From an optimization exercise on the open Yosys and OpenROAD flow, aimed at small area, a short achievable clock period and few clock cycles; shortcuts taken in it are not production practice. The RTL was checked by simulation tests, not by an equivalence proof against the original design.

==> flow/design.v (outline; a module is shown in full before it is edited, if it fits) <==
// module csa16: 12 lines
// module quantoniumos_unified_core: 1459 lines
module quantoniumos_unified_core #(
  parameter int unsigned RFT_SIZE       = 64,
  parameter int unsigned SIS_N          = 512,
  parameter int unsigned FEISTEL_ROUNDS = 48
) (
  input  logic         clk,
  input  logic         reset,
  input  logic         start,
  input  logic [2:0]   mode,
  input  logic [255:0] master_key,
  input  logic [127:0] data_in,
  output logic [255:0] data_out,
  output logic         done,
  output logic [31:0]  rft_energy,
  output logic [15:0]  sis_collision_resistance,
  output logic [5:0]   feistel_round_count,
  output logic [31:0]  pipeline_throughput
);
  // ...
==> flow/run.sh <==
#!/bin/bash
# synth_recipe.tcl (not shown) runs the flow's synth.tcl, then flattens the netlist and writes it again
# the make line also repeats each setting of config.mk as NAME=value (left out here)
make -C /OpenROAD-flow-scripts/flow DESIGN_CONFIG=/design/flow/config.mk WORK_HOME=/design/flow/orfs CLKGATE_MAP_FILE= SYNTH_SCRIPT=/design/flow/synth_recipe.tcl finish
==> flow/config.mk <==
export PLATFORM = sky130hd
export DESIGN_NAME = quantoniumos_unified_core
export DESIGN_NICKNAME = quantoniumos_unified_core
export VERILOG_FILES = /design/flow/design.v
export SDC_FILE = /design/flow/constraint.sdc
export NUM_CORES = 4
export LEC_CHECK = 0
export ABC_CLOCK_PERIOD_IN_PS = 4000
export CAP_MARGIN = 20
export CORE_MARGIN = 2
export CORE_UTILIZATION = 45
export SETUP_SLACK_MARGIN = 5
export SLEW_MARGIN = 20
export SYNTH_HIERARCHICAL = 1
==> flow/constraint.sdc <==
create_clock -name core_clock -period 11.5 [get_ports {clk}]
set_input_delay 2.3000 -clock core_clock [delete_from_list [all_inputs] [get_ports {clk}]]
set_output_delay 2.3000 -clock core_clock [all_outputs]
set_load 0.01 [all_outputs]
==> reports/qor.csv, run 1 <==
stage;metric;value;unit
critical_path;RR Startpoint;m_first;
final_layout;Non-clk invs;277;
final_layout;n_diodes;27;
synthesis;post-synthesis adder-cell area fraction;37.46;%
final_layout;highest-count cells in the layout ignoring fill and taps;fa_1, nand2_1, dfxtp_1;
placement;Detailed Place HPWL;505000;um
drt;Post-route DRC;0;
synthesis;Synth area leaders;fa_1, dfxtp_1, nand2_1;
clock_tree;clk sinks;1131;
final_layout;layout cells sized above 1;13.11;%
critical_path;kind of start point of the critical path;flip-flop;
synthesis;sequential area share after synthesis;20.63;%
final_layout;Biggest Area Class;multi-input combinational cells;
floorplan;# IOs;733;
global_routing;GRT Residual Overflow;0;
critical_path;Crit path depth;24;
floorplan;CORE AREA;259200;um2
synthesis;simple logic cell fraction of the synthesized area;9.782;%
synthesis;Synth top area share;34.72;%
synthesis;yosys warns;8;
global_routing;M1 GR Usage;57.91;%
clock_tree;CTS Hold Bufs;0;
timing;worst hold slack;0.4012;ns
run_status;outcome;finished clean;
synthesis;top cells by count, synth;fa_1, nand2_1, dfxtp_1, clkbuf_1, xor2_1;
final_layout;sequential cell area;24200;um2
critical_path;R2R Path End;data_out[254];
timing;max-slew violation count;0;
hold_path;worst hold path type;flip-flop to flip-flop;
drt;Max Used Layer;met5;
timing;Tcrit/Tclk final;60.26;%
Testbench counts, summed over its fixed seeds: cycles 4,880.
==> inputs of run 2 (changes only) <==
--- a/flow/design.v
+++ b/flow/design.v
@@ -103,20 +103,20 @@
   wire [63:0] c_r1  = c_l ^ {c_t0[50:0], c_t0[63:51]} ^ c_r;
   wire [63:0] c_t1  = c_r1 + (r_k[127:64] ^ {58'd0, rc, 1'b1});
   wire [63:0] c_r2  = c_r ^ {c_t1[50:0], c_t1[63:51]} ^ c_r1;
   always_ff @(posedge clk) begin
     if (!busy) r_k <= master_key;
     else       r_k <= {r_k[127:0], r_k[255:128]};
   end
   always_ff @(posedge clk) begin
-    if (!busy)       r_d <= data_in;
+    if (ciph_c)      r_d <= {c_r1, c_r2};    
+    else if (!busy)  r_d <= data_in;
     else if (tr_c)   r_d <= {r_d[7:0], r_d[127:8]};
     else if (foldld) r_d <= data_out[255:128];
-    else if (ciph_c) r_d <= {c_r1, c_r2};
   end
   always_ff @(posedge clk) begin
     e_sq    <= r_d[7:0] * r_d[7:0];
     e_sq2   <= r_d[71:64] * r_d[71:64];
     e_first <= tr_c && (n[2:0] == 3'd0);
     e_v     <= tr_c;
     if (e_v) r_e <= (e_first ? 20'd0 : r_e) + {4'd0, e_sq} + {4'd0, e_sq2};
   end
@@ -644,94 +644,114 @@
   assign sw[124] = sv[125] ^ r_w[124];
   assign sw[125] = sv[126] ^ r_w[125];
   assign sw[126] = sv[127] ^ r_w[126];
   assign sw[127] = sv[128] ^ r_w[127];
   assign sw[128] = sv[129] ^ r_w[128];
   assign sw[131:129] = 3'b0;
   wire [127:0] s_bits = r_k[127:0] ^ r_d;
   wire [2:0]  tk = n[2:0];
+  wire [2:0]  tk_nx = busy ? n_inc[2:0] : 3'd0;
+  logic [31:0] tgr;
+  always_ff @(posedge clk) begin
+    tgr[0] <= ^((4'd0 + {1'b0, tk_nx}) & {1'b0, tk_nx});
+    tgr[1] <= ^((4'd1 + {1'b0, tk_nx}) & {1'b0, tk_nx});
+    tgr[2] <= ^((4'd2 + {1'b0, tk_nx}) & {1'b0, tk_nx});
+    tgr[3] <= ^((4'd3 + {1'b0, tk_nx}) & {1'b0, tk_nx});
+    tgr[4] <= ^((4'd4 + {1'b0, tk_nx}) & {1'b0, tk_nx});
+    tgr[5] <= ^((4'd5 + {1'b0, tk_nx}) & {1'b0, tk_nx});
+    tgr[6] <= ^((4'd6 + {1'b0, tk_nx}) & {1'b0, tk_nx});
+    tgr[7] <= ^((4'd7 + {1'b0, tk_nx}) & {1'b0, tk_nx});
+    tgr[8] <= ^((4'd8 + {1'b0, tk_nx}) & {1'b0, tk_nx});
+    tgr[9] <= ^((4'd9 + {1'b0, tk_nx}) & {1'b0, tk_nx});
+    tgr[10] <= ^((4'd10 + {1'b0, tk_nx}) & {1'b0, tk_nx});
+    tgr[11] <= ^((4'd11 + {1'b0, tk_nx}) & {1'b0, tk_nx});
+    tgr[12] <= ^((4'd12 + {1'b0, tk_nx}) & {1'b0, tk_nx});
+    tgr[13] <= ^((4'd13 + {1'b0, tk_nx}) & {1'b0, tk_nx});
+    tgr[14] <= ^((4'd14 + {1'b0, tk_nx}) & {1'b0, tk_nx});
+    tgr[15] <= ^((4'd15 + {1'b0, tk_nx}) & {1'b0, tk_nx});
+    tgr[16] <= ^((4'd0 + {1'b0, tk_nx}) & {1'b1, tk_nx});
+    tgr[17] <= ^((4'd1 + {1'b0, tk_nx}) & {1'b1, tk_nx});
+    tgr[18] <= ^((4'd2 + {1'b0, tk_nx}) & {1'b1, tk_nx});
+    tgr[19] <= ^((4'd3 + {1'b0, tk_nx}) & {1'b1, tk_nx});
+    tgr[20] <= ^((4'd4 + {1'b0, tk_nx}) & {1'b1, tk_nx});
+    tgr[21] <= ^((4'd5 + {1'b0, tk_nx}) & {1'b1, tk_nx});
+    tgr[22] <= ^((4'd6 + {1'b0, tk_nx}) & {1'b1, tk_nx});
+    tgr[23] <= ^((4'd7 + {1'b0, tk_nx}) & {1'b1, tk_nx});
+    tgr[24] <= ^((4'd8 + {1'b0, tk_nx}) & {1'b1, tk_nx});
+    tgr[25] <= ^((4'd9 + {1'b0, tk_nx}) & {1'b1, tk_nx});
+    tgr[26] <= ^((4'd10 + {1'b0, tk_nx}) & {1'b1, tk_nx});
+    tgr[27] <= ^((4'd11 + {1'b0, tk_nx}) & {1'b1, tk_nx});
+    tgr[28] <= ^((4'd12 + {1'b0, tk_nx}) & {1'b1, tk_nx});
+    tgr[29] <= ^((4'd13 + {1'b0, tk_nx}) & {1'b1, tk_nx});
+    tgr[30] <= ^((4'd14 + {1'b0, tk_nx}) & {1'b1, tk_nx});
+    tgr[31] <= ^((4'd15 + {1'b0, tk_nx}) & {1'b1, tk_nx});
+  end
   wire [15:0] wd0 = {sw[1], sw[0], sv[0], su[1], su[0], r_w[10], r_w[9], r_w[8], r_w[7], r_w[6], r_w[5], r_w[4], r_w[3], r_w[2], r_w[1], r_w[0]};
-  wire [3:0] tn0 = 4'd0 + {1'b0, tk};
-  wire tg0 = ^(tn0 & {1'b0, tk});
+  wire tg0 = tgr[0];
   wire [7:0] tb0 = r_d[7:0] ^ {8{tg0}};
   wire [15:0] row0 = ~((wd0 & {16{s_bits[0]}}) | ({{8{tg0}}, tb0} & {16{tr_c}}));
   wire [15:0] wd1 = {sw[2], sw[1], sv[1], su[2], su[1], r_w[11], r_w[10], r_w[9], r_w[8], r_w[7], r_w[6], r_w[5], r_w[4], r_w[3], r_w[2], r_w[1]};
-  wire [3:0] tn1 = 4'd1 + {1'b0, tk};
-  wire tg1 = ^(tn1 & {1'b0, tk});
+  wire tg1 = tgr[1];
   wire [7:0] tb1 = r_d[15:8] ^ {8{tg1}};
   wire [15:0] row1 = ~((wd1 & {16{s_bits[1]}}) | ({{8{tg1}}, tb1} & {16{tr_c}}));
   wire [15:0] wd2 = {sw[3], sw[2], sv[2], su[3], su[2], r_w[12], r_w[11], r_w[10], r_w[9], r_w[8], r_w[7], r_w[6], r_w[5], r_w[4], r_w[3], r_w[2]};
-  wire [3:0] tn2 = 4'd2 + {1'b0, tk};
-  wire tg2 = ^(tn2 & {1'b0, tk});
+  wire tg2 = tgr[2];
   wire [7:0] tb2 = r_d[23:16] ^ {8{tg2}};
   wire [15:0] row2 = ~((wd2 & {16{s_bits[2]}}) | ({{8{tg2}}, tb2} & {16{tr_c}}));
   wire [15:0] wd3 = {sw[4], sw[3], sv[3], su[4], su[3], r_w[13], r_w[12], r_w[11], r_w[10], r_w[9], r_w[8], r_w[7], r_w[6], r_w[5], r_w[4], r_w[3]};
-  wire [3:0] tn3 = 4'd3 + {1'b0, tk};
-  wire tg3 = ^(tn3 & {1'b0, tk});
+  wire tg3 = tgr[3];
   wire [7:0] tb3 = r_d[31:24] ^ {8{tg3}};
   wire [15:0] row3 = ~((wd3 & {16{s_bits[3]}}) | ({{8{tg3}}, tb3} & {16{tr_c}}));
   wire [15:0] wd4 = {sw[5], sw[4], sv[4], su[5], su[4], r_w[14], r_w[13], r_w[12], r_w[11], r_w[10], r_w[9], r_w[8], r_w[7], r_w[6], r_w[5], r_w[4]};
-  wire [3:0] tn4 = 4'd4 + {1'b0, tk};
-  wire tg4 = ^(tn4 & {1'b0, tk});
+  wire tg4 = tgr[4];
   wire [7:0] tb4 = r_d[39:32] ^ {8{tg4}};
   wire [15:0] row4 = ~((wd4 & {16{s_bits[4]}}) | ({{8{tg4}}, tb4} & {16{tr_c}}));
   wire [15:0] wd5 = {sw[6], sw[5], sv[5], su[6], su[5], r_w[15], r_w[14], r_w[13], r_w[12], r_w[11], r_w[10], r_w[9], r_w[8], r_w[7], r_w[6], r_w[5]};
-  wire [3:0] tn5 = 4'd5 + {1'b0, tk};
-  wire tg5 = ^(tn5 & {1'b0, tk});
+  wire tg5 = tgr[5];
   wire [7:0] tb5 = r_d[47:40] ^ {8{tg5}};
   wire [15:0] row5 = ~((wd5 & {16{s_bits[5]}}) | ({{8{tg5}}, tb5} & {16{tr_c}}));
   wire [15:0] wd6 = {sw[7], sw[6], sv[6], su[7], su[6], r_w[16], r_w[15], r_w[14], r_w[13], r_w[12], r_w[11], r_w[10], r_w[9], r_w[8], r_w[7], r_w[6]};
-  wire [3:0] tn6 = 4'd6 + {1'b0, tk};
-  wire tg6 = ^(tn6 & {1'b0, tk});
+  wire tg6 = tgr[6];
   wire [7:0] tb6 = r_d[55:48] ^ {8{tg6}};
   wire [15:0] row6 = ~((wd6 & {16{s_bits[6]}}) | ({{8{tg6}}, tb6} & {16{tr_c}}));
   wire [15:0] wd7 = {sw[8], sw[7], sv[7], su[8], su[7], r_w[17], r_w[16], r_w[15], r_w[14], r_w[13], r_w[12], r_w[11], r_w[10], r_w[9], r_w[8], r_w[7]};
-  wire [3:0] tn7 = 4'd7 + {1'b0, tk};
-  wire tg7 = ^(tn7 & {1'b0, tk});
+  wire tg7 = tgr[7];
   wire [7:0] tb7 = r_d[63:56] ^ {8{tg7}};
   wire [15:0] row7 = ~((wd7 & {16{s_bits[7]}}) | ({{8{tg7}}, tb7} & {16{tr_c}}));
   wire [15:0] wd8 = {sw[9], sw[8], sv[8], su[9], su[8], r_w[18], r_w[17], r_w[16], r_w[15], r_w[14], r_w[13], r_w[12], r_w[11], r_w[10], r_w[9], r_w[8]};
-  wire [3:0] tn8 = 4'd8 + {1'b0, tk};
-  wire tg8 = ^(tn8 & {1'b0, tk});
+  wire tg8 = tgr[8];
   wire [7:0] tb8 = r_d[71:64] ^ {8{tg8}};
   wire [15:0] row8 = ~((wd8 & {16{s_bits[8]}}) | ({{8{tg8}}, tb8} & {16{tr_c}}));
   wire [15:0] wd9 = {sw[10], sw[9], sv[9], su[10], su[9], r_w[19], r_w[18], r_w[17], r_w[16], r_w[15], r_w[14], r_w[13], r_w[12], r_w[11], r_w[10], r_w[9]};
-  wire [3:0] tn9 = 4'd9 + {1'b0, tk};
-  wire tg9 = ^(tn9 & {1'b0, tk});
+  wire tg9 = tgr[9];
   wire [7:0] tb9 = r_d[79:72] ^ {8{tg9}};
   wire [15:0] row9 = ~((wd9 & {16{s_bits[9]}}) | ({{8{tg9}}, tb9} & {16{tr_c}}));
   wire [15:0] wd10 = {sw[11], sw[10], sv[10], su[11], su[10], r_w[20], r_w[19], r_w[18], r_w[17], r_w[16], r_w[15], r_w[14], r_w[13], r_w[12], r_w[11], r_w[10]};
-  wire [3:0] tn10 = 4'd10 + {1'b0, tk};
-  wire tg10 = ^(tn10 & {1'b0, tk});
+  wire tg10 = tgr[10];
   wire [7:0] tb10 = r_d[87:80] ^ {8{tg10}};
   wire [15:0] row10 = ~((wd10 & {16{s_bits[10]}}) | ({{8{tg10}}, tb10} & {16{tr_c}}));
   wire [15:0] wd11 = {sw[12], sw[11], sv[11], su[12], su[11], r_w[21], r_w[20], r_w[19], r_w[18], r_w[17], r_w[16], r_w[15], r_w[14], r_w[13], r_w[12], r_w[11]};
-  wire [3:0] tn11 = 4'd11 + {1'b0, tk};
-  wire tg11 = ^(tn11 & {1'b0, tk});
+  wire tg11 = tgr[11];
   wire [7:0] tb11 = r_d[95:88] ^ {8{tg11}};
   wire [15:0] row11 = ~((wd11 & {16{s_bits[11]}}) | ({{8{tg11}}, tb11} & {16{tr_c}}));
   wire [15:0] wd12 = {sw[13], sw[12], sv[12], su[13], su[12], r_w[22], r_w[21], r_w[20], r_w[19], r_w[18], r_w[17], r_w[16], r_w[15], r_w[14], r_w[13], r_w[12]};
-  wire [3:0] tn12 = 4'd12 + {1'b0, tk};
-  wire tg12 = ^(tn12 & {1'b0, tk});
+  wire tg12 = tgr[12];
   wire [7:0] tb12 = r_d[103:96] ^ {8{tg12}};
   wire [15:0] row12 = ~((wd12 & {16{s_bits[12]}}) | ({{8{tg12}}, tb12} & {16{tr_c}}));
   wire [15:0] wd13 = {sw[14], sw[13], sv[13], su[14], su[13], r_w[23], r_w[22], r_w[21], r_w[20], r_w[19], r_w[18], r_w[17], r_w[16], r_w[15], r_w[14], r_w[13]};
-  wire [3:0] tn13 = 4'd13 + {1'b0, tk};
-  wire tg13 = ^(tn13 & {1'b0, tk});
+  wire tg13 = tgr[13];
   wire [7:0] tb13 = r_d[111:104] ^ {8{tg13}};
   wire [15:0] row13 = ~((wd13 & {16{s_bits[13]}}) | ({{8{tg13}}, tb13} & {16{tr_c}}));
   wire [15:0] wd14 = {sw[15], sw[14], sv[14], su[15], su[14], r_w[24], r_w[23], r_w[22], r_w[21], r_w[20], r_w[19], r_w[18], r_w[17], r_w[16], r_w[15], r_w[14]};
-  wire [3:0] tn14 = 4'd14 + {1'b0, tk};
-  wire tg14 = ^(tn14 & {1'b0, tk});
+  wire tg14 = tgr[14];
   wire [7:0] tb14 = r_d[119:112] ^ {8{tg14}};
   wire [15:0] row14 = ~((wd14 & {16{s_bits[14]}}) | ({{8{tg14}}, tb14} & {16{tr_c}}));
   wire [15:0] wd15 = {sw[16], sw[15], sv[15], su[16], su[15], r_w[25], r_w[24], r_w[23], r_w[22], r_w[21], r_w[20], r_w[19], r_w[18], r_w[17], r_w[16], r_w[15]};
-  wire [3:0] tn15 = 4'd15 + {1'b0, tk};
-  wire tg15 = ^(tn15 & {1'b0, tk});
+  wire tg15 = tgr[15];
   wire [7:0] tb15 = r_d[127:120] ^ {8{tg15}};
   wire [15:0] row15 = ~((wd15 & {16{s_bits[15]}}) | ({{8{tg15}}, tb15} & {16{tr_c}}));
   wire [15:0] wd16 = {sw[17], sw[16], sv[16], su[17], su[16], r_w[26], r_w[25], r_w[24], r_w[23], r_w[22], r_w[21], r_w[20], r_w[19], r_w[18], r_w[17], r_w[16]};
   wire [15:0] row16 = ~(wd16 & {16{s_bits[16]}});
   wire [15:0] wd17 = {sw[18], sw[17], sv[17], su[18], su[17], r_w[27], r_w[26], r_w[25], r_w[24], r_w[23], r_w[22], r_w[21], r_w[20], r_w[19], r_w[18], r_w[17]};
   wire [15:0] row17 = ~(wd17 & {16{s_bits[17]}});
   wire [15:0] wd18 = {sw[19], sw[18], sv[18], su[19], su[18], r_w[28], r_w[27], r_w[26], r_w[25], r_w[24], r_w[23], r_w[22], r_w[21], r_w[20], r_w[19], r_w[18]};
   wire [15:0] row18 = ~(wd18 & {16{s_bits[18]}});
@@ -821,93 +841,77 @@
   wire [15:0] row60 = ~(wd60 & {16{s_bits[60]}});
   wire [15:0] wd61 = {sw[62], sw[61], sv[61], su[62], su[61], r_w[71], r_w[70], r_w[69], r_w[68], r_w[67], r_w[66], r_w[65], r_w[64], r_w[63], r_w[62], r_w[61]};
   wire [15:0] row61 = ~(wd61 & {16{s_bits[61]}});
   wire [15:0] wd62 = {sw[63], sw[62], sv[62], su[63], su[62], r_w[72], r_w[71], r_w[70], r_w[69], r_w[68], r_w[67], r_w[66], r_w[65], r_w[64], r_w[63], r_w[62]};
   wire [15:0] row62 = ~(wd62 & {16{s_bits[62]}});
   wire [15:0] wd63 = {sw[64], sw[63], sv[63], su[64], su[63], r_w[73], r_w[72], r_w[71], r_w[70], r_w[69], r_w[68], r_w[67], r_w[66], r_w[65], r_w[64], r_w[63]};
   wire [15:0] row63 = ~(wd63 & {16{s_bits[63]}});
   wire [15:0] wd64 = {sw[65], sw[64], sv[64], su[65], su[64], r_w[74], r_w[73], r_w[72], r_w[71], r_w[70], r_w[69], r_w[68], r_w[67], r_w[66], r_w[65], r_w[64]};
-  wire [3:0] tn64 = 4'd0 + {1'b0, tk};
-  wire tg64 = ^(tn64 & {1'b1, tk});
+  wire tg64 = tgr[16];
   wire [7:0] tb64 = r_d[7:0] ^ {8{tg64}};
   wire [15:0] row64 = ~((wd64 & {16{s_bits[64]}}) | ({{8{tg64}}, tb64} & {16{tr_c}}));
   wire [15:0] wd65 = {sw[66], sw[65], sv[65], su[66], su[65], r_w[75], r_w[74], r_w[73], r_w[72], r_w[71], r_w[70], r_w[69], r_w[68], r_w[67], r_w[66], r_w[65]};
-  wire [3:0] tn65 = 4'd1 + {1'b0, tk};
-  wire tg65 = ^(tn65 & {1'b1, tk});
+  wire tg65 = tgr[17];
   wire [7:0] tb65 = r_d[15:8] ^ {8{tg65}};
   wire [15:0] row65 = ~((wd65 & {16{s_bits[65]}}) | ({{8{tg65}}, tb65} & {16{tr_c}}));
   wire [15:0] wd66 = {sw[67], sw[66], sv[66], su[67], su[66], r_w[76], r_w[75], r_w[74], r_w[73], r_w[72], r_w[71], r_w[70], r_w[69], r_w[68], r_w[67], r_w[66]};
-  wire [3:0] tn66 = 4'd2 + {1'b0, tk};
-  wire tg66 = ^(tn66 & {1'b1, tk});
+  wire tg66 = tgr[18];
   wire [7:0] tb66 = r_d[23:16] ^ {8{tg66}};
   wire [15:0] row66 = ~((wd66 & {16{s_bits[66]}}) | ({{8{tg66}}, tb66} & {16{tr_c}}));
   wire [15:0] wd67 = {sw[68], sw[67], sv[67], su[68], su[67], r_w[77], r_w[76], r_w[75], r_w[74], r_w[73], r_w[72], r_w[71], r_w[70], r_w[69], r_w[68], r_w[67]};
-  wire [3:0] tn67 = 4'd3 + {1'b0, tk};
-  wire tg67 = ^(tn67 & {1'b1, tk});
+  wire tg67 = tgr[19];
   wire [7:0] tb67 = r_d[31:24] ^ {8{tg67}};
   wire [15:0] row67 = ~((wd67 & {16{s_bits[67]}}) | ({{8{tg67}}, tb67} & {16{tr_c}}));
   wire [15:0] wd68 = {sw[69], sw[68], sv[68], su[69], su[68], r_w[78], r_w[77], r_w[76], r_w[75], r_w[74], r_w[73], r_w[72], r_w[71], r_w[70], r_w[69], r_w[68]};
-  wire [3:0] tn68 = 4'd4 + {1'b0, tk};
-  wire tg68 = ^(tn68 & {1'b1, tk});
+  wire tg68 = tgr[20];
   wire [7:0] tb68 = r_d[39:32] ^ {8{tg68}};
   wire [15:0] row68 = ~((wd68 & {16{s_bits[68]}}) | ({{8{tg68}}, tb68} & {16{tr_c}}));
   wire [15:0] wd69 = {sw[70], sw[69], sv[69], su[70], su[69], r_w[79], r_w[78], r_w[77], r_w[76], r_w[75], r_w[74], r_w[73], r_w[72], r_w[71], r_w[70], r_w[69]};
-  wire [3:0] tn69 = 4'd5 + {1'b0, tk};
-  wire tg69 = ^(tn69 & {1'b1, tk});
+  wire tg69 = tgr[21];
   wire [7:0] tb69 = r_d[47:40] ^ {8{tg69}};
   wire [15:0] row69 = ~((wd69 & {16{s_bits[69]}}) | ({{8{tg69}}, tb69} & {16{tr_c}}));
   wire [15:0] wd70 = {sw[71], sw[70], sv[70], su[71], su[70], r_w[80], r_w[79], r_w[78], r_w[77], r_w[76], r_w[75], r_w[74], r_w[73], r_w[72], r_w[71], r_w[70]};
-  wire [3:0] tn70 = 4'd6 + {1'b0, tk};
-  wire tg70 = ^(tn70 & {1'b1, tk});
+  wire tg70 = tgr[22];
   wire [7:0] tb70 = r_d[55:48] ^ {8{tg70}};
   wire [15:0] row70 = ~((wd70 & {16{s_bits[70]}}) | ({{8{tg70}}, tb70} & {16{tr_c}}));
   wire [15:0] wd71 = {sw[72], sw[71], sv[71], su[72], su[71], r_w[81], r_w[80], r_w[79], r_w[78], r_w[77], r_w[76], r_w[75], r_w[74], r_w[73], r_w[72], r_w[71]};
-  wire [3:0] tn71 = 4'd7 + {1'b0, tk};
-  wire tg71 = ^(tn71 & {1'b1, tk});
+  wire tg71 = tgr[23];
   wire [7:0] tb71 = r_d[63:56] ^ {8{tg71}};
   wire [15:0] row71 = ~((wd71 & {16{s_bits[71]}}) | ({{8{tg71}}, tb71} & {16{tr_c}}));
   wire [15:0] wd72 = {sw[73], sw[72], sv[72], su[73], su[72], r_w[82], r_w[81], r_w[80], r_w[79], r_w[78], r_w[77], r_w[76], r_w[75], r_w[74], r_w[73], r_w[72]};
-  wire [3:0] tn72 = 4'd8 + {1'b0, tk};
-  wire tg72 = ^(tn72 & {1'b1, tk});
+  wire tg72 = tgr[24];
   wire [7:0] tb72 = r_d[71:64] ^ {8{tg72}};
   wire [15:0] row72 = ~((wd72 & {16{s_bits[72]}}) | ({{8{tg72}}, tb72} & {16{tr_c}}));
   wire [15:0] wd73 = {sw[74], sw[73], sv[73], su[74], su[73], r_w[83], r_w[82], r_w[81], r_w[80], r_w[79], r_w[78], r_w[77], r_w[76], r_w[75], r_w[74], r_w[73]};
-  wire [3:0] tn73 = 4'd9 + {1'b0, tk};
-  wire tg73 = ^(tn73 & {1'b1, tk});
+  wire tg73 = tgr[25];
   wire [7:0] tb73 = r_d[79:72] ^ {8{tg73}};
   wire [15:0] row73 = ~((wd73 & {16{s_bits[73]}}) | ({{8{tg73}}, tb73} & {16{tr_c}}));
   wire [15:0] wd74 = {sw[75], sw[74], sv[74], su[75], su[74], r_w[84], r_w[83], r_w[82], r_w[81], r_w[80], r_w[79], r_w[78], r_w[77], r_w[76], r_w[75], r_w[74]};
-  wire [3:0] tn74 = 4'd10 + {1'b0, tk};
-  wire tg74 = ^(tn74 & {1'b1, tk});
+  wire tg74 = tgr[26];
   wire [7:0] tb74 = r_d[87:80] ^ {8{tg74}};
   wire [15:0] row74 = ~((wd74 & {16{s_bits[74]}}) | ({{8{tg74}}, tb74} & {16{tr_c}}));
   wire [15:0] wd75 = {sw[76], sw[75], sv[75], su[76], su[75], r_w[85], r_w[84], r_w[83], r_w[82], r_w[81], r_w[80], r_w[79], r_w[78], r_w[77], r_w[76], r_w[75]};
-  wire [3:0] tn75 = 4'd11 + {1'b0, tk};
-  wire tg75 = ^(tn75 & {1'b1, tk});
+  wire tg75 = tgr[27];
   wire [7:0] tb75 = r_d[95:88] ^ {8{tg75}};
   wire [15:0] row75 = ~((wd75 & {16{s_bits[75]}}) | ({{8{tg75}}, tb75} & {16{tr_c}}));
   wire [15:0] wd76 = {sw[77], sw[76], sv[76], su[77], su[76], r_w[86], r_w[85], r_w[84], r_w[83], r_w[82], r_w[81], r_w[80], r_w[79], r_w[78], r_w[77], r_w[76]};
-  wire [3:0] tn76 = 4'd12 + {1'b0, tk};
-  wire tg76 = ^(tn76 & {1'b1, tk});
+  wire tg76 = tgr[28];
   wire [7:0] tb76 = r_d[103:96] ^ {8{tg76}};
   wire [15:0] row76 = ~((wd76 & {16{s_bits[76]}}) | ({{8{tg76}}, tb76} & {16{tr_c}}));
   wire [15:0] wd77 = {sw[78], sw[77], sv[77], su[78], su[77], r_w[87], r_w[86], r_w[85], r_w[84], r_w[83], r_w[82], r_w[81], r_w[80], r_w[79], r_w[78], r_w[77]};
-  wire [3:0] tn77 = 4'd13 + {1'b0, tk};
-  wire tg77 = ^(tn77 & {1'b1, tk});
+  wire tg77 = tgr[29];
   wire [7:0] tb77 = r_d[111:104] ^ {8{tg77}};
   wire [15:0] row77 = ~((wd77 & {16{s_bits[77]}}) | ({{8{tg77}}, tb77} & {16{tr_c}}));
   wire [15:0] wd78 = {sw[79], sw[78], sv[78], su[79], su[78], r_w[88], r_w[87], r_w[86], r_w[85], r_w[84], r_w[83], r_w[82], r_w[81], r_w[80], r_w[79], r_w[78]};
-  wire [3:0] tn78 = 4'd14 + {1'b0, tk};
-  wire tg78 = ^(tn78 & {1'b1, tk});
+  wire tg78 = tgr[30];
   wire [7:0] tb78 = r_d[119:112] ^ {8{tg78}};
   wire [15:0] row78 = ~((wd78 & {16{s_bits[78]}}) | ({{8{tg78}}, tb78} & {16{tr_c}}));
   wire [15:0] wd79 = {sw[80], sw[79], sv[79], su[80], su[79], r_w[89], r_w[88], r_w[87], r_w[86], r_w[85], r_w[84], r_w[83], r_w[82], r_w[81], r_w[80], r_w[79]};
-  wire [3:0] tn79 = 4'd15 + {1'b0, tk};
-  wire tg79 = ^(tn79 & {1'b1, tk});
+  wire tg79 = tgr[31];
   wire [7:0] tb79 = r_d[127:120] ^ {8{tg79}};
   wire [15:0] row79 = ~((wd79 & {16{s_bits[79]}}) | ({{8{tg79}}, tb79} & {16{tr_c}}));
   wire [15:0] wd80 = {sw[81], sw[80], sv[80], su[81], su[80], r_w[90], r_w[89], r_w[88], r_w[87], r_w[86], r_w[85], r_w[84], r_w[83], r_w[82], r_w[81], r_w[80]};
   wire [15:0] row80 = ~(wd80 & {16{s_bits[80]}});
   wire [15:0] wd81 = {sw[82], sw[81], sv[81], su[82], su[81], r_w[91], r_w[90], r_w[89], r_w[88], r_w[87], r_w[86], r_w[85], r_w[84], r_w[83], r_w[82], r_w[81]};
   wire [15:0] row81 = ~(wd81 & {16{s_bits[81]}});
   wire [15:0] wd82 = {sw[83], sw[82], sv[82], su[83], su[82], r_w[92], r_w[91], r_w[90], r_w[89], r_w[88], r_w[87], r_w[86], r_w[85], r_w[84], r_w[83], r_w[82]};
   wire [15:0] row82 = ~(wd82 & {16{s_bits[82]}});
==> run 2 against run 1 <==
  * Area after synthesis is 0.63% higher
  * Clock skew is 0.0046 ns lower
  * Flip-flop and latch count is 21 higher
  * Critical path depth is 2 higher
  * Critical path type unchanged
  * Largest cell class unchanged
==> reports/qor.csv, run 2 <==
stage;metric;value;unit;change
drt;Routed wire per std cell;40.12;um;
synthesis;sequential area share after synthesis;20.85;%;+0.23 points
synthesis;top cells by count, synth;fa_1, nand2_1, dfxtp_1, xor2_1, clkbuf_1;;
global_routing;vias in the first global route;98100;;
timing;Tcrit/Tclk final;62.26;%;+2.0 points
clock_tree;H-tree levels;4;;
synthesis;Post-synth top flop;dfxtp_1;;
placement;# port buffers;682;;
hold_path;worst hold path type;flip-flop to flip-flop;;
synthesis;EDFF count, synth;151;;
drt;drt pass-1 iters;9;;
synthesis;main combinational cell family by area after synthesis;adder cells;;
clock_tree;Max Buffers Root-to-Sink;4;;
final_layout;fillers;22750;;
final_layout;Layout Nets;14780;;
global_routing;GRT Residual Overflow;0;;unchanged
timing;max-slew violation count;0;;unchanged
drt;Routed WL;632100;um;
final_layout;largest registers;data_out (256), r_k (256), mid (218);;
drt;Post-route DRC;0;;unchanged
drt;Detail Route Antenna Nets;0;;
floorplan;Initial Util;45.33;%;
synthesis;Synth area leaders;fa_1, dfxtp_1, xor2_1;;
drt;Via density;6.219;;
timing;RSZ-0062 raised after global routing;true;;
clock_tree;clock buffer count from CTS;151;;
timing;max_slew headroom;8.530;%;
critical_path;crit path max fanout;8;;
synthesis;mux contribution to synthesized area;5.425;%;
critical_path;RR Startpoint;r_d[2];;
final_layout;P&R area growth vs syn;18.73;%;
floorplan;Die W;515.7;um;
synthesis;Post-Synthesis Cells;11350;;
drt;via count;97980;;
global_routing;Total GRT Usage;47.05;%;
clock_tree;Root Driver;clkbuf_16;;
timing;fmax;139.7;MHz;
synthesis;Yosys reg bits;1152;;
synthesis;simple logic cell fraction of the synthesized area;9.687;%;-0.095 points
critical_path;Setup CP Type;flip-flop to flip-flop;;
global_routing;Most Crowded Layer GR;met2;;
floorplan;row cnt;187;;
run;Max Cap Viol;0;;
floorplan;CORE AREA;259900;um2;+0.27%
floorplan;# IOs;733;;unchanged
timing;Final Hold Viols;0;;
synthesis;Synth top area share;34.50;%;-0.22 points
timing;setup TNS;0;ns;
timing;worst slew pin tran;1.358;ns;
synthesis;most common cell in the synthesized netlist;fa_1;;
global_routing;first-pass GRT wire length;843100;um;
clock_tree;worst-skew pair later-pin latency;0.87;ns;
critical_path;critical path data required time;12.06;ns;
clock_tree;clk sinks;1152;;+1.9%
final_layout;highest-count cells in the layout ignoring fill and taps;fa_1, nand2_1, dfxtp_1;;
drt;initial DRC count;12490;;
critical_path;CP endpoint kind;flip-flop;;
global_routing;met3 Use GR;16.07;%;
floorplan;DIE AREA;266000;um2;
synthesis;post-synthesis adder-cell area fraction;37.24;%;-0.21 points
hold_path;Worst Min Path Start;r_k[190];;
synthesis;asr flop ratio synth;0;%;
timing;Worst Clk Skew;0.1012;ns;
placement;Detailed Place HPWL;507100;um;+0.42%
timing;final setup fails;0;;
synthesis;compound-cell area share of the yosys netlist;9.051;%;
final_layout;post-layout util;53.82;%;
timing;Final min period;7.160;ns;
run_status;outcome;finished clean;;
global_routing;initial antenna violation count;67;;
critical_path;Arrival @ worst endpoint;7.72;ns;
synthesis;XOR/XNOR share of the synthesized area;13.70;%;
synthesis;yosys warns;8;;unchanged
critical_path;Worst Setup SP;r_d[2];;
floorplan;die height;515.7;um;
critical_path;kind of start point of the critical path;flip-flop;;
final_layout;commonest non-fill, non-tap cell in the layout;fa_1;;
placement;GP Congestion;1.152;;
global_routing;M1 GR Usage;59.42;%;+1.5 points
synthesis;leading area contributor after synthesis;fa_1;;
global_routing;met2 GRT Util;68.05;%;
global_routing;largest net degree at the start of global routing;157;;
clock_tree;TritonCTS clock tree;yes;;
synthesis;Post-Syn Area;117800;um2;
clock_tree;clk slew on worst S/H paths;0.06;ns;
final_layout;layout cells sized above 1;13.02;%;-0.086 points
synthesis;Synth cell types;91;;
synthesis;Syn Area/Cell;10.38;um2;
## run 2: cell types whose count changed after synthesis, sizes merged, moves of 21 or more
cell	previous run	this run
xnor2	739	609
o21ai	237	317
inv	276	241
xor2	750	873
mux2i	190	345
a21oi	646	577
nand2	1814	1924
a211oi	256	186
dfxtp	980	1001
nor2b	143	89
nor2	483	432
mux2	310	261
## run 2: final cells by class
| type | count | area (um2) | share of cell area, % |
|---|---|---|---|
| Timing Repair Buffer | 1357 | 12600 | 9.003 |
| Clock buffer | 211 | 4487 | 3.207 |
| Multi-Input combinational cell | 9193 | 92270 | 65.95 |
| Tap cell | 3496 | 4374 | 3.127 |
| Sequential cell | 1152 | 24610 | 17.59 |
| Clock inverter | 53 | 524.3 | 0.3747 |
| Inverter | 245 | 924.6 | 0.6609 |
| Antenna cell | 48 | 120.1 | 0.08585 |
## run 2: metrics by stage
stage / instance area, um2 / instances / setup WS [ns] / hold WS [ns]
6_report: 139900 / 15760 / 4.340 / 0.4395
5_1_grt: 139800 / 15720 / 4.333 / 0.4339
4_1_cts: 138500 / 15640 / 4.525 / 0.4277
3_5_place_dp: 129600 / 15200 / 1.208 / 0.4042
3_3_place_gp: 129500 / 15200 / 1.367 / 0.4071
2_1_floorplan: 118700 / 11560 / 5.029 / 0.3290
## run 2: per-module statistics from Yosys, one instance, submodules excluded
| module | cell area [um2] | cells | times used |
|---|---|---|---|
| csa16 | 324.1 | 16 | 130 |
| quantoniumos_unified_core | 75710 | 9267 | 1 |
## run 2: metal layers
metal / share of wire, % / routed length (um) / up-vias
met3: 12 / 75930 / 1665
met5: 0.12 / 764 / -
met4: 8.5 / 53430 / 44
li1: - / - / 38300
met1: 37 / 236700 / 50980
met2: 42 / 265300 / 6992
## run 2: critical path, cell delays in order, from the launching register on
cell and delay, ns:
edfxtp_1 0.43, buf_12 0.18, buf_12 0.15, ha_4 0.22
a211o_1 0.34, a21oi_1 0.21, o21ai_0 0.13, a21o_1 0.25
a21o_1 0.18, a21oi_1 0.24, xnor2_1 0.35, xnor2_1 0.19
buf_4 0.23, ha_1 0.43, a21o_1 0.24, a21o_1 0.19
a21oi_1 0.25, o21ai_0 0.13, a21oi_1 0.23, o221ai_1 0.32
a221oi_2 0.38, o21ai_0 0.27, o31ai_4 0.39, o21ai_4 0.16
a31oi_4 0.43, xnor2_4 0.20, o21ai_1 0.09
## run 2: logic make-up (layout without fill, tap and decap cells)
family | Yosys count | in the layout
other cells | 2 | 263
xor+xnor | 1615 | 1615
fa+ha+maj | 2289 | 2289
mux | 606 | 606
simple gates | 2773 | 2773
compound gates | 1695 | 1695
buf+inv | 1215 | 1866
flops | 1152 | 1152
## run 2: worst paths after layout
kind	to	slack, ns	cells past startpoint
hold / removal	r_k[62]	0.44	1
hold reg to reg	r_k[62]	0.44	1
setup / recovery	r_d[7]	4.34	26
setup reg to reg	r_d[7]	4.34	26
## run 2: repair_timing
action,in CTS,in global routing
resized for setup,403,152
endpoints found under the setup margin,145,120
hold buffers,0,0
buffers inserted,177,61
pin swaps,165,141
gates cloned,5,0
Testbench counts of run 2, summed over its fixed seeds: cycles 4,880.
==> inputs of run 3 (changes only) <==
==> flow/flow/run.sh (new file) <==
#!/bin/bash
set -uo pipefail
export BUFFER_PORTS_ARGS="-buffer_cell sky130_fd_sc_hd__buf_1"
bash standard.sh > flow_make.log 2>&1
==> flow/standard.sh (new file) <==
#!/bin/bash
# synth_recipe.tcl (not shown) runs the flow's synth.tcl, then flattens the netlist and writes it again
# the make line also repeats each setting of config.mk as NAME=value (left out here)
make -C /OpenROAD-flow-scripts/flow DESIGN_CONFIG=/design/flow/config.mk WORK_HOME=/design/flow/orfs CLKGATE_MAP_FILE= SYNTH_SCRIPT=/design/flow/synth_recipe.tcl "${@:-finish}"
removed: flow/run.sh
==> run 3 against run 2 <==
  * Sequential share of layout area up 0.56 points
  * Die area unchanged
  * Cell area down 3.1%
  * First-iteration DRC count up 2.3%
  * Worst setup slack worse by 0.036 ns
  * Global-route usage up 0.89 points
  * Clock-buffer cell count down 19
  * Highest routed layer unchanged
  * Cell count up 0.15%
==> reports/qor.csv, run 3 <==
stage;metric;value;unit;change
run_status;outcome;finished clean;;
critical_path;Arrival @ worst endpoint;7.88;ns;+0.16 ns
hold_path;worst hold path type;flip-flop to flip-flop;;
synthesis;Post-synth top flop;dfxtp_1;;
clock_tree;Root Driver;clkbuf_16;;
synthesis;Synth area leaders;fa_1, dfxtp_1, xor2_1;;
timing;worst slew pin tran;1.293;ns;-0.06470 ns
timing;Tcrit/Tclk final;62.57;%;+0.31 points
synthesis;Post-Syn Area;117800;um2;unchanged
placement;# port buffers;682;;unchanged
drt;via count;99010;;+1.0%
global_routing;largest net degree at the start of global routing;123;;-22%
drt;Routed WL;643600;um;+1.8%
synthesis;most common cell in the synthesized netlist;fa_1;;
floorplan;CORE AREA;259900;um2;unchanged
run;Max Cap Viol;0;;unchanged
floorplan;# IOs;733;;unchanged
floorplan;die height;515.7;um;unchanged
floorplan;row cnt;187;;unchanged
timing;Final Hold Viols;0;;unchanged
timing;Worst Clk Skew;0.09007;ns;-0.01112 ns
clock_tree;worst-skew pair later-pin latency;0.91;ns;+0.04 ns
synthesis;sequential area share after synthesis;20.85;%;unchanged
clock_tree;clock buffer count from CTS;145;;-4.0%
final_layout;Layout Nets;14780;;+0.020%
floorplan;Initial Util;45.33;%;unchanged
final_layout;commonest non-fill, non-tap cell in the layout;fa_1;;
drt;drt pass-1 iters;9;;unchanged
clock_tree;CTS Hold Bufs;0;;unchanged
drt;Via density;6.275;;+0.90%
drt;Post-route DRC;0;;unchanged
timing;max_slew headroom;13.42;%;+4.9 points
final_layout;P&R area growth vs syn;15.04;%;
synthesis;Synth top area share;34.50;%;unchanged
synthesis;EDFF count, synth;151;;unchanged
placement;Detailed Place HPWL;519900;um;+2.5%
final_layout;largest registers;data_out (256), r_k (256), mid (218);;
placement;GP Congestion;1.124;;-2.4%
drt;Routed wire per std cell;40.79;um;+1.7%
global_routing;Total GRT Usage;47.95;%;+0.89 points
synthesis;top cells by count, synth;fa_1, nand2_1, dfxtp_1, xor2_1, clkbuf_1;;
synthesis;Syn Area/Cell;10.38;um2;unchanged
timing;final setup fails;0;;unchanged
global_routing;vias in the first global route;98290;;+0.19%
global_routing;first-pass GRT wire length;854900;um;+1.4%
clock_tree;clk sinks;1152;;unchanged
critical_path;crit path max fanout;9;;+1
hold_path;Worst Min Path Start;r_k[234];;
final_layout;highest-count cells in the layout ignoring fill and taps;fa_1, nand2_1, dfxtp_1;;
critical_path;Worst Setup SP;r_d[1];;
critical_path;Reg2Reg Setup Slack;4.30;ns;-0.04 ns
synthesis;Yosys reg bits;1152;;unchanged
final_layout;post-layout util;52.15;%;-1.7 points
synthesis;Synth cell types;91;;unchanged
synthesis;leading area contributor after synthesis;fa_1;;
critical_path;kind of start point of the critical path;flip-flop;;
critical_path;CP endpoint kind;flip-flop;;
synthesis;Post-Synthesis Cells;11350;;unchanged
critical_path;RR Startpoint;r_d[1];;
floorplan;Die W;515.7;um;unchanged
clock_tree;clk slew on worst S/H paths;0.07;ns;about the same
timing;RSZ-0062 raised after global routing;true;;
drt;initial DRC count;12780;;+2.3%
global_routing;initial antenna violation count;77;;+15%
clock_tree;TritonCTS clock tree;yes;;
timing;fmax;139.0;MHz;-0.50%
global_routing;GRT Residual Overflow;0;;unchanged
drt;Detail Route Antenna Nets;0;;unchanged
clock_tree;Max Buffers Root-to-Sink;4;;unchanged
synthesis;asr flop ratio synth;0;%;unchanged
floorplan;DIE AREA;266000;um2;unchanged
critical_path;critical path data required time;12.18;ns;+0.12 ns
timing;setup TNS;0;ns;unchanged
timing;max-slew violation count;0;;unchanged
clock_tree;H-tree levels;4;;unchanged
final_layout;layout cells sized above 1;13.06;%;+0.039 points
timing;Final min period;7.196;ns;+0.03591 ns
synthesis;yosys warns;8;;unchanged
critical_path;Setup CP Type;flip-flop to flip-flop;;
run 3: final timing paths:
path         cells past startpoint          end
min reg2reg                      1     r_k[106]
max reg2reg                     25  data_out[3]
min                              1     r_k[106]
max                             25  data_out[3]
run 3: cells by family after synthesis:
logic type                 after synthesis  synth area share (%)
and+or+nand+nor                       2773                 9.687
adders and majority gates             2289                 37.24
AOI/OAI and AO/OA                     1695                 9.051
xor gates and xnor gates              1615                 13.70
buffers and inverters                 1215                 4.039
DFF                                   1152                 20.85
muxes                                  606                 5.425
other                                    2              0.006373
run 3: per-stage QoR:
step	worst slack, ns	instances	hold slack (ns)	cell area [um2]
floorplan	5.029	11560	0.3290	118700
global placement	1.171	15230	0.4345	125500
detailed placement	1.106	15230	0.4397	125600
CTS	4.502	15650	0.4506	134100
global route	4.379	15710	0.4633	135400
finish	4.304	15780	0.4519	135600
run 3: routing by layer:
| metal | up-vias | track usage (%) | share of wire [%] |
|---|---|---|---|
| li1 | 38370 | - | - |
| met1 | 51660 | 60.90 | 38 |
| met2 | 7325 | 69.18 | 42 |
| met3 | 1616 | 17.52 | 13 |
| met4 | 42 | 29.44 | 7.5 |
| met5 | - | 1.279 | 0.092 |
run 3: critical path: stages, from the launching register on:
cell and delay, ns:
edfxtp_1 0.42, buf_12 0.16, buf_4 0.17, ha_1 0.32, a21oi_2 0.18, nor2_2 0.08
nor2_1 0.23, o21ai_0 0.20, xnor2_1 0.76, xnor2_2 0.17, buf_4 0.22, ha_1 0.60
a21o_1 0.34, a21oi_1 0.41, o21ai_0 0.16, a21oi_1 0.22, o221ai_1 0.32, a221oi_1 0.39
o21ai_0 0.31, o31ai_4 0.41, o21ai_4 0.09, buf_12 0.19, a21oi_4 0.22, xor2_2 0.20
buf_4 0.14, a211oi_2 0.05
run 3: timing repair:
action	in CTS	in global routing
resized for setup	359	163
pin swaps	177	125
buffers inserted	160	60
cloned	2	0
setup endpoints to repair	147	105
run 3: final cells by class:
cell class                 instances  area, um2
fill                           23310     124400
multi-input combinational       9193      92150
sequential                      1152      24610
timing repair buffer            1366       8273
tap                             3496       4374
clock buffer                     192       4219
inverter                         245      925.9
clock inverter                    65      833.3
antenna                           70      175.2
run 3: per-module statistics from Yosys (local to each module, per instance):
module                     cell area [um2]  copies in the design  cells
quantoniumos_unified_core            75710                     1   9267
csa16                                324.1                   130     16

what the ideal ports hide:
No port has a modelled driver above. Below, the same layouts with a new extraction and two added sets of constraints. Step 1 assumes that a clkbuf_16 drives the clock port and a buf_2 every other input. Step 2, shift: input delay + t, output delay - t, t = (earliest + latest rising clock arrival at the registers) / 2. This alone moves slack from input paths to output paths. a / b / c = ideal / step 1 / step 2; a / b = the first two.
run	t, ns	setup WS [ns]	worst setup path at the end
run 1	0.966	4.570 / 4.570 / 4.570	register to register
run 2	0.913	4.340 / 4.340 / 4.340	register to register
run 3	0.958	4.304 / 4.304 / 4.304	register to register
After both steps every run listed still meets setup and hold.
